This is an optimization exercise on Yosys and OpenROAD, whose aim is small area, a short achievable clock period and few clock cycles, not a production implementation. Only simulation tests tie the RTL to the original design; equivalence was not proved. Power and IR drop assume default switching activity.

==> flow/design.v <==
module axi_burst_driver #(
   parameter int AXI_ADDR_WIDTH = 32,
   parameter int AXI_DATA_WIDTH = 64,
   parameter int AXI_ID_WIDTH   = 4,
   parameter int LINE_BEATS     = 4,
   localparam int LINE_BITS     = LINE_BEATS*AXI_DATA_WIDTH,
   localparam int OFS           = $clog2(LINE_BEATS*AXI_DATA_WIDTH/8)
) (
   input  logic                        clk,
   input  logic                        rst,
   input  logic                        req_valid,
   output logic                        req_ready,
   input  logic                        req_is_write,
   input  logic [AXI_ADDR_WIDTH-1:0]   req_addr,
   input  logic [LINE_BITS-1:0]        req_wdata,
   input  logic [LINE_BITS/8-1:0]      req_wstrb,
   output logic                        resp_valid,
   output logic [LINE_BITS-1:0]        resp_data,
   output logic                        resp_err,
   output logic [AXI_ID_WIDTH-1:0]     M_AXI_AWID,
   output logic [AXI_ADDR_WIDTH-1:0]   M_AXI_AWADDR,
   output logic [7:0]                  M_AXI_AWLEN,
   output logic [2:0]                  M_AXI_AWSIZE,
   output logic [1:0]                  M_AXI_AWBURST,
   output logic                        M_AXI_AWVALID,
   input  logic                        M_AXI_AWREADY,
   output logic [AXI_DATA_WIDTH-1:0]   M_AXI_WDATA,
   output logic [AXI_DATA_WIDTH/8-1:0] M_AXI_WSTRB,
   output logic                        M_AXI_WLAST,
   output logic                        M_AXI_WVALID,
   input  logic                        M_AXI_WREADY,
   input  logic [AXI_ID_WIDTH-1:0]     M_AXI_BID,
   input  logic [1:0]                  M_AXI_BRESP,
   input  logic                        M_AXI_BVALID,
   output logic                        M_AXI_BREADY,
   output logic [AXI_ID_WIDTH-1:0]     M_AXI_ARID,
   output logic [AXI_ADDR_WIDTH-1:0]   M_AXI_ARADDR,
   output logic [7:0]                  M_AXI_ARLEN,
   output logic [2:0]                  M_AXI_ARSIZE,
   output logic [1:0]                  M_AXI_ARBURST,
   output logic                        M_AXI_ARVALID,
   input  logic                        M_AXI_ARREADY,
   input  logic [AXI_ID_WIDTH-1:0]     M_AXI_RID,
   input  logic [AXI_DATA_WIDTH-1:0]   M_AXI_RDATA,
   input  logic [1:0]                  M_AXI_RRESP,
   input  logic                        M_AXI_RLAST,
   input  logic                        M_AXI_RVALID,
   output logic                        M_AXI_RREADY
);
   localparam int STRB_W = AXI_DATA_WIDTH/8;
   localparam int SIZE   = $clog2(STRB_W);
   localparam int CW     = $clog2(LINE_BEATS);
   typedef enum logic [2:0] {IDLE, WR, WAIT_B, RD_AR, RD_DATA, DONE} state_t;
   state_t                    state_q;
   logic [LINE_BITS-1:0]      wbuf_q, rbuf_q;
   logic [LINE_BITS/8-1:0]    sbuf_q;
   logic [CW-1:0]             wcnt_q, rcnt_q;
   logic [CW:0]               rbeats_q;
   logic                      is_write_q, aw_done_q, w_done_q, err_q;
   logic [CW-1:0]             wcnt_d, rcnt_init_d;
   logic [AXI_ADDR_WIDTH-1:0] line_addr_d, rd_addr_d;
   logic                      aw_hs, w_hs, r_err_d, unused_addr_bits;
   assign line_addr_d = {req_addr[AXI_ADDR_WIDTH-1:OFS], {OFS{1'b0}}};
   assign wcnt_d      = wcnt_q + CW'(1);
   assign aw_hs       = M_AXI_AWVALID && M_AXI_AWREADY;
   assign w_hs        = M_AXI_WVALID && M_AXI_WREADY;
   assign r_err_d = (M_AXI_RRESP != 2'b00) || (M_AXI_RID != '0)
                 || (rbeats_q == (CW+1)'(LINE_BEATS))
                 || (M_AXI_RLAST && (rbeats_q != (CW+1)'(LINE_BEATS-1)));
   assign unused_addr_bits = ^req_addr[OFS-1:0];
   assign rd_addr_d     = line_addr_d;
   assign rcnt_init_d   = '0;
   assign M_AXI_ARBURST = 2'b01;
   assign M_AXI_AWID    = '0;
   assign M_AXI_ARID    = '0;
   assign M_AXI_AWLEN   = 8'(LINE_BEATS-1);
   assign M_AXI_ARLEN   = 8'(LINE_BEATS-1);
   assign M_AXI_AWSIZE  = 3'(SIZE);
   assign M_AXI_ARSIZE  = 3'(SIZE);
   assign M_AXI_AWBURST = 2'b01;
   always_ff @(posedge clk) begin
      if (rst) begin
         state_q       <= IDLE;
         wbuf_q        <= '0;
         rbuf_q        <= '0;
         sbuf_q        <= '0;
         wcnt_q        <= '0;
         rcnt_q        <= '0;
         rbeats_q      <= '0;
         is_write_q    <= 1'b0;
         aw_done_q     <= 1'b0;
         w_done_q      <= 1'b0;
         err_q         <= 1'b0;
         req_ready     <= 1'b0;
         resp_valid    <= 1'b0;
         resp_err      <= 1'b0;
         resp_data     <= '0;
         M_AXI_AWADDR  <= '0;
         M_AXI_AWVALID <= 1'b0;
         M_AXI_WDATA   <= '0;
         M_AXI_WSTRB   <= '0;
         M_AXI_WLAST   <= 1'b0;
         M_AXI_WVALID  <= 1'b0;
         M_AXI_BREADY  <= 1'b0;
         M_AXI_ARADDR  <= '0;
         M_AXI_ARVALID <= 1'b0;
         M_AXI_RREADY  <= 1'b0;
      end else begin
         resp_valid <= 1'b0;
         case (state_q)
            IDLE: begin
               req_ready <= 1'b1;
               if (req_valid && req_ready) begin
                  req_ready  <= 1'b0;
                  is_write_q <= req_is_write;
                  wbuf_q     <= req_wdata;
                  sbuf_q     <= req_wstrb;
                  rcnt_q     <= rcnt_init_d;
                  if (req_is_write) begin
                     M_AXI_AWADDR  <= line_addr_d;
                     M_AXI_AWVALID <= 1'b1;
                     M_AXI_WVALID  <= 1'b1;
                     M_AXI_WDATA   <= req_wdata[AXI_DATA_WIDTH-1:0];
                     M_AXI_WSTRB   <= req_wstrb[STRB_W-1:0];
                     M_AXI_WLAST   <= 1'b0;
                     state_q       <= WR;
                  end else begin
                     M_AXI_ARADDR  <= rd_addr_d;
                     M_AXI_ARVALID <= 1'b1;
                     state_q       <= RD_AR;
                  end
               end
            end
            WR: begin
               if (aw_hs) begin
                  M_AXI_AWVALID <= 1'b0;
                  aw_done_q     <= 1'b1;
               end
               if (w_hs) begin
                  if (M_AXI_WLAST) begin
                     M_AXI_WVALID <= 1'b0;
                     M_AXI_WLAST  <= 1'b0;
                     w_done_q     <= 1'b1;
                  end else begin
                     wcnt_q      <= wcnt_d;
                     M_AXI_WDATA <= wbuf_q[int'(wcnt_d)*AXI_DATA_WIDTH +: AXI_DATA_WIDTH];
                     M_AXI_WSTRB <= sbuf_q[int'(wcnt_d)*STRB_W +: STRB_W];
                     M_AXI_WLAST <= (wcnt_d == CW'(LINE_BEATS-1));
                  end
               end
               if ((aw_done_q || aw_hs) && (w_done_q || (w_hs && M_AXI_WLAST))) begin
                  M_AXI_BREADY <= 1'b1;
                  state_q      <= WAIT_B;
               end
            end
            WAIT_B: begin
               if (M_AXI_BVALID) begin
                  err_q        <= err_q || (M_AXI_BRESP != 2'b00) || (M_AXI_BID != '0);
                  M_AXI_BREADY <= 1'b0;
                  state_q      <= DONE;
               end
            end
            RD_AR: begin
               if (M_AXI_ARREADY) begin
                  M_AXI_ARVALID <= 1'b0;
                  M_AXI_RREADY  <= 1'b1;
                  state_q       <= RD_DATA;
               end
            end
            RD_DATA: begin
               if (M_AXI_RVALID) begin
                  if (rbeats_q != (CW+1)'(LINE_BEATS)) begin
                     rbuf_q[int'(rcnt_q)*AXI_DATA_WIDTH +: AXI_DATA_WIDTH] <= M_AXI_RDATA;
                     rcnt_q   <= rcnt_q + CW'(1);
                     rbeats_q <= rbeats_q + (CW+1)'(1);
                  end
                  err_q <= err_q || r_err_d;
                  if (M_AXI_RLAST) begin
                     M_AXI_RREADY <= 1'b0;
                     state_q      <= DONE;
                  end
               end
            end
            DONE: begin
               resp_valid <= 1'b1;
               resp_err   <= err_q;
               resp_data  <= is_write_q ? '0 : rbuf_q;
               req_ready  <= 1'b1;
               err_q      <= 1'b0;
               wcnt_q     <= '0;
               rbeats_q   <= '0;
               aw_done_q  <= 1'b0;
               w_done_q   <= 1'b0;
               state_q    <= IDLE;
            end
            default: state_q <= IDLE;
         endcase
      end
   end
endmodule
==> flow/run.sh <==
#!/bin/bash
# synth_recipe.tcl (not shown) runs the flow's synth.tcl, then flattens the netlist and writes it again
# the make line also repeats each setting of config.mk as NAME=value (left out here)
make -C /OpenROAD-flow-scripts/flow DESIGN_CONFIG=/design/flow/config.mk WORK_HOME=/design/flow/orfs CLKGATE_MAP_FILE= SYNTH_SCRIPT=/design/flow/synth_recipe.tcl finish
==> flow/config.mk <==
export PLATFORM = sky130hd
export DESIGN_NAME = axi_burst_driver
export DESIGN_NICKNAME = axi_burst_driver
export VERILOG_FILES = /design/flow/design.v
export SDC_FILE = /design/flow/constraint.sdc
export NUM_CORES = 4
export LEC_CHECK = 0
export CAP_MARGIN = 20
export CORE_MARGIN = 2
export CORE_UTILIZATION = 40
export SLEW_MARGIN = 20
==> flow/constraint.sdc <==
create_clock -name core_clock -period 4.0 [get_ports {clk}]
set_input_delay 0.8000 -clock core_clock [delete_from_list [all_inputs] [get_ports {clk}]]
set_output_delay 0.8000 -clock core_clock [all_outputs]
set_load 0.01 [all_outputs]
==> run_results.csv <==
group,metric,value,unit
cts,cts_root_buf,"clkbuf_16",
sta,fin_ws,1160,ps
sta,finalClockSkew,26.7,ps
critical_path,required,4540,ps
cts,ctsHoldBuffers,0,
cts,cts_buffer_depth,3,
finish,fillCellCount,7772,
sta,fmax,352,MHz
run,cap_viol_max_count,0,
sta,worst_pin_slew,1020,ps
cts,cts-resized-gates,0,
critical_path,r2r_end,"rbuf_q[71]$_SDFFE_PP0P_",
worst_hold_path,worst_hold_path_type,"flip-flop to flip-flop",
logic_synthesis,synth_enable_flop_cells,0,
place,hpwl,74600,um
detailed_routing,drcViolationCount,0,
sta,hold_viol,0,
place,place.gp.congestion,0.881,
logic_synthesis,synth_area,34300,sq um
critical_path,worstPathArrival,3380,ps
floorplan,die_y,297,um
run_status,outcome,"timing/DRC/antenna clean",
detailed_routing,first_pass_iters,5,
sta,worst_hold_slack,448,ps
floorplan,fp-row-count,107,
critical_path,reg2reg_setup_slack,1160,ps
sta,min_period,2840,ps
floorplan,fp.dieW,297,um
cts,cts_made_buffers,100,
critical_path,reg2regPathDepth,5,
finish,final_util,54.6,%
detailed_routing,antenna_left,0,
finish,stdcell_area,46400,sq um
logic_synthesis,synth_cell_type_count,49,
global_routing,grt_pass1_wl,169000,um
power,peakVddDrop,0.421,mV
logic_synthesis,yosysSeqAreaShare,55.4,%
finish,nNetsFinal,4595,
floorplan,pin_count,841,
detailed_routing,first_iter_violations,1753,
cts,clk_pin_slew,60,ps
critical_path,cpMaxStageDelayCell,"dfxtp_1",
cts,insertion_delay,660,ps
detailed_routing,detail_route.wl_per_cell,21.0,um
detailed_routing,viasPerCell,5.22,
critical_path,end_kind,"flip-flop",
place,post-place-cells,5223,
logic_synthesis,synth_flop_cell,"dfxtp_1",
critical_path,path_cells,"or3b_1, nor2_2, a21oi_4, buf_12, a22o_1",
critical_path,critPathMaxStageDelay,760,ps
critical_path,r2r_start,"state_q[2]$_SDFFE_PP0P_",
critical_path,crit_fanout,40,
finish,layout-drive-gt1-share,9.77,%
detailed_routing,wl,114000,um
global_routing,antenna_found_initial,37,
floorplan,start_util,40.3,%
place,place_ws,803,ps
global_routing,track_usage,24.6,%
detailed_routing,vias,28300,
power,p_leak,16.4,nW
logic_synthesis,synth_area_per_cell,9.69,sq um
place,io_buffers,791,
cts,h-tree-depth,3,
finish,stdcell_count,5424,
cts,postCtsSetupBuffers,0,
cts,cts_tree,"built",
floorplan,coreArea,85000,sq um
place,dpl_cell_area,43000,sq um
global_routing,grt_max_degree,212,
power,power.density,529,nW/um^2
logic_synthesis,synthArstFlopShare,0,%
sta,setup_viol,0,
critical_path,crit_type,"flip-flop to flip-flop",
power,p_total,24.5,mW
sta,period_share,71.0,%
sta,slew_headroom,31.7,%
logic_synthesis,ys_ff_latch,949,
sta,setup_tns,0,ps
sta,drv_slew,0,
logic_synthesis,synthCells,3535,
global_routing,overflow,0,
critical_path,crit_start,"state_q[2]$_SDFFE_PP0P_",
critical_path,crit_path_start_kind,"flip-flop",
sta,rsz0062_at_grt,"false",
finish,syn2layout_area_growth,35.4,%
cts,clock-sinks,949,
floorplan,design.die.area,88000,sq um
global_routing,first_global_vias,26700,
critical_path,crit_end,"rbuf_q[71]$_SDFFE_PP0P_",
logic_synthesis,yosys_warnings,1,
## metal layers
| layer | vias to the layer above | wire length [um] | track usage [%] |
|---|---|---|---|
| met5 | - | 190 | 0 |
| met4 | 30 | 4630 | 10.5 |
| met3 | 222 | 8850 | 7.07 |
| met2 | 928 | 52500 | 39.0 |
| met1 | 13500 | 47900 | 31.3 |
| li1 | 13600 | - | - |
## cell type report
class | instances | area (sq um) | area share [%]
Antenna cell | 20 | 50.0 | 0.108
Clock buffer | 149 | 2980 | 6.42
Clock inverter | 32 | 388 | 0.836
Inverter | 9 | 33.8 | 0.0728
Multi-Input combinational cell | 2271 | 13900 | 29.9
Sequential cell | 949 | 19000 | 40.9
Tap cell | 1144 | 1430 | 3.08
Timing Repair Buffer | 850 | 8670 | 18.7
## cell families (layout without fill, tap and decap cells)
logic type / after synthesis / after routing / share of synthesized area, %
AOI/OAI and AO/OA: 970 / 970 / 20.5
other: 2 / 64 / 0.0219
adders and majority gates: 8 / 8 / 0.292
buffers and inverters: 357 / 1040 / 4.95
xor gates and xnor gates: 1 / 1 / 0.0256
DFF: 949 / 949 / 55.4
and+or+nand+nor: 1173 / 1173 / 13.9
muxes: 75 / 75 / 4.82
## worst max-delay path: cells and delay by family (launching register included)
kind	cells	cell delay [ps]
AO/OA/AOI/OAI	2	600
AND/OR/NAND/NOR	2	1030
flip-flops	1	760
buffers and inverters	1	300
## cell usage in the layout, fill, tap and decap left out, types with 3 or more instances in the layout
cell type / netlist / layout
nor2_2: 52 / 51
a21oi_1: 422 / 421
a22oi_2: 50 / 50
clkdlybuf4s50_1: 0 / 790
nor2b_1: 3 / 3
clkbuf_16: 0 / 101
nand2_1: 906 / 905
clkinv_16: 0 / 3
nor2_1: 106 / 105
mux4_2: 72 / 72
a21oi_4: 0 / 4
a22o_1: 384 / 384
conb_1: 2 / 44
inv_1: 9 / 9
buf_4: 45 / 35
buf_12: 0 / 24
o21ai_0: 6 / 6
nor3_2: 1 / 3
a31oi_1: 3 / 3
clkbuf_1: 189 / 21
clkinv_2: 0 / 19
nand3b_1: 3 / 3
nor3b_1: 4 / 3
mux2i_1: 3 / 3
nand3_1: 74 / 72
a22oi_1: 14 / 14
diode_2: 0 / 20
clkbuf_8: 0 / 27
dfxtp_1: 949 / 948
ha_1: 8 / 7
bufinv_16: 0 / 4
nand2b_1: 6 / 6
a211oi_1: 3 / 3
a311oi_1: 74 / 74
## flip-flops by register name (all words and copies together), names as in the netlist, 2 cells and up
name and cells:
M_AXI_ARADDR 27, sbuf_q 32, wbuf_q 256, resp_data 256, M_AXI_WDATA 64, rbuf_q 256
M_AXI_WSTRB 8, rcnt_q 2, M_AXI_AWADDR 27, state_q 3, rbeats_q 3, wcnt_q 2
## synth_stat cells (all sizes together), types with 8 or more instances
master  count  area, sq um
nor2      158          723
ha          8          100
a21oi     425         2140
inv         9         33.8
a22o      384         3360
buf       159          953
a22oi      64          731
nand2     906         3400
nand3      74          370
a311oi     74          648
mux4       72         1620
clkbuf    189          709
dfxtp     949        19000
## how the worst min path moves through the flow
stage | cells after the start | endpoint | startpoint
6_report | 2 | rbuf_q[19]$_SDFFE_PP0P_ | rbuf_q[19]$_SDFFE_PP0P_
3_5_place_dp | 2 | rbuf_q[17]$_SDFFE_PP0P_ | rbuf_q[17]$_SDFFE_PP0P_
4_1_cts | 1 | resp_data[139]$_SDFFE_PP0P_ | rbuf_q[139]$_SDFFE_PP0P_
3_3_place_gp | 2 | rbuf_q[29]$_SDFFE_PP0P_ | rbuf_q[29]$_SDFFE_PP0P_
5_1_grt | 2 | wbuf_q[8]$_SDFFE_PP0P_ | wbuf_q[8]$_SDFFE_PP0P_
2_1_floorplan | 2 | rbuf_q[0]$_SDFFE_PP0P_ | rbuf_q[0]$_SDFFE_PP0P_
## power breakdown
part,internal [mW],switching (mW)
clock network,5.44,3.96
logic,1.77,2.69
registers,10.2,0.457
total,17.4,7.11
Testbench counts, summed over its fixed seeds: cycles 17,144.

[re-timing with driven ports]
In the flow no input, the clock included, has a driving cell. The finished layout below was timed again as built, in two steps.
Step 1, drivers: a clkbuf_16 drives clk and a buf_2 each remaining input, both assumed.
Step 2 moves the port delays by t, midway between the first and last clock arrival at a register: inputs arrive t later, outputs are due t later. That takes back most of the time a late clock gives input paths.
Three values: ideal ports, drivers, drivers and shift; two values: the first two.
t (ns): 0.724
setup slack, ns: 1.162 / 1.162 / 0.788
worst setup path after step 2: input to register
worst data-port slew with drivers (ns): 0.16
cell pins on the clock port's net: 1
After both steps this run still meets setup and hold. The setup slack of this run moves by 0.000 ns with the drivers and by -0.374 ns with both steps.
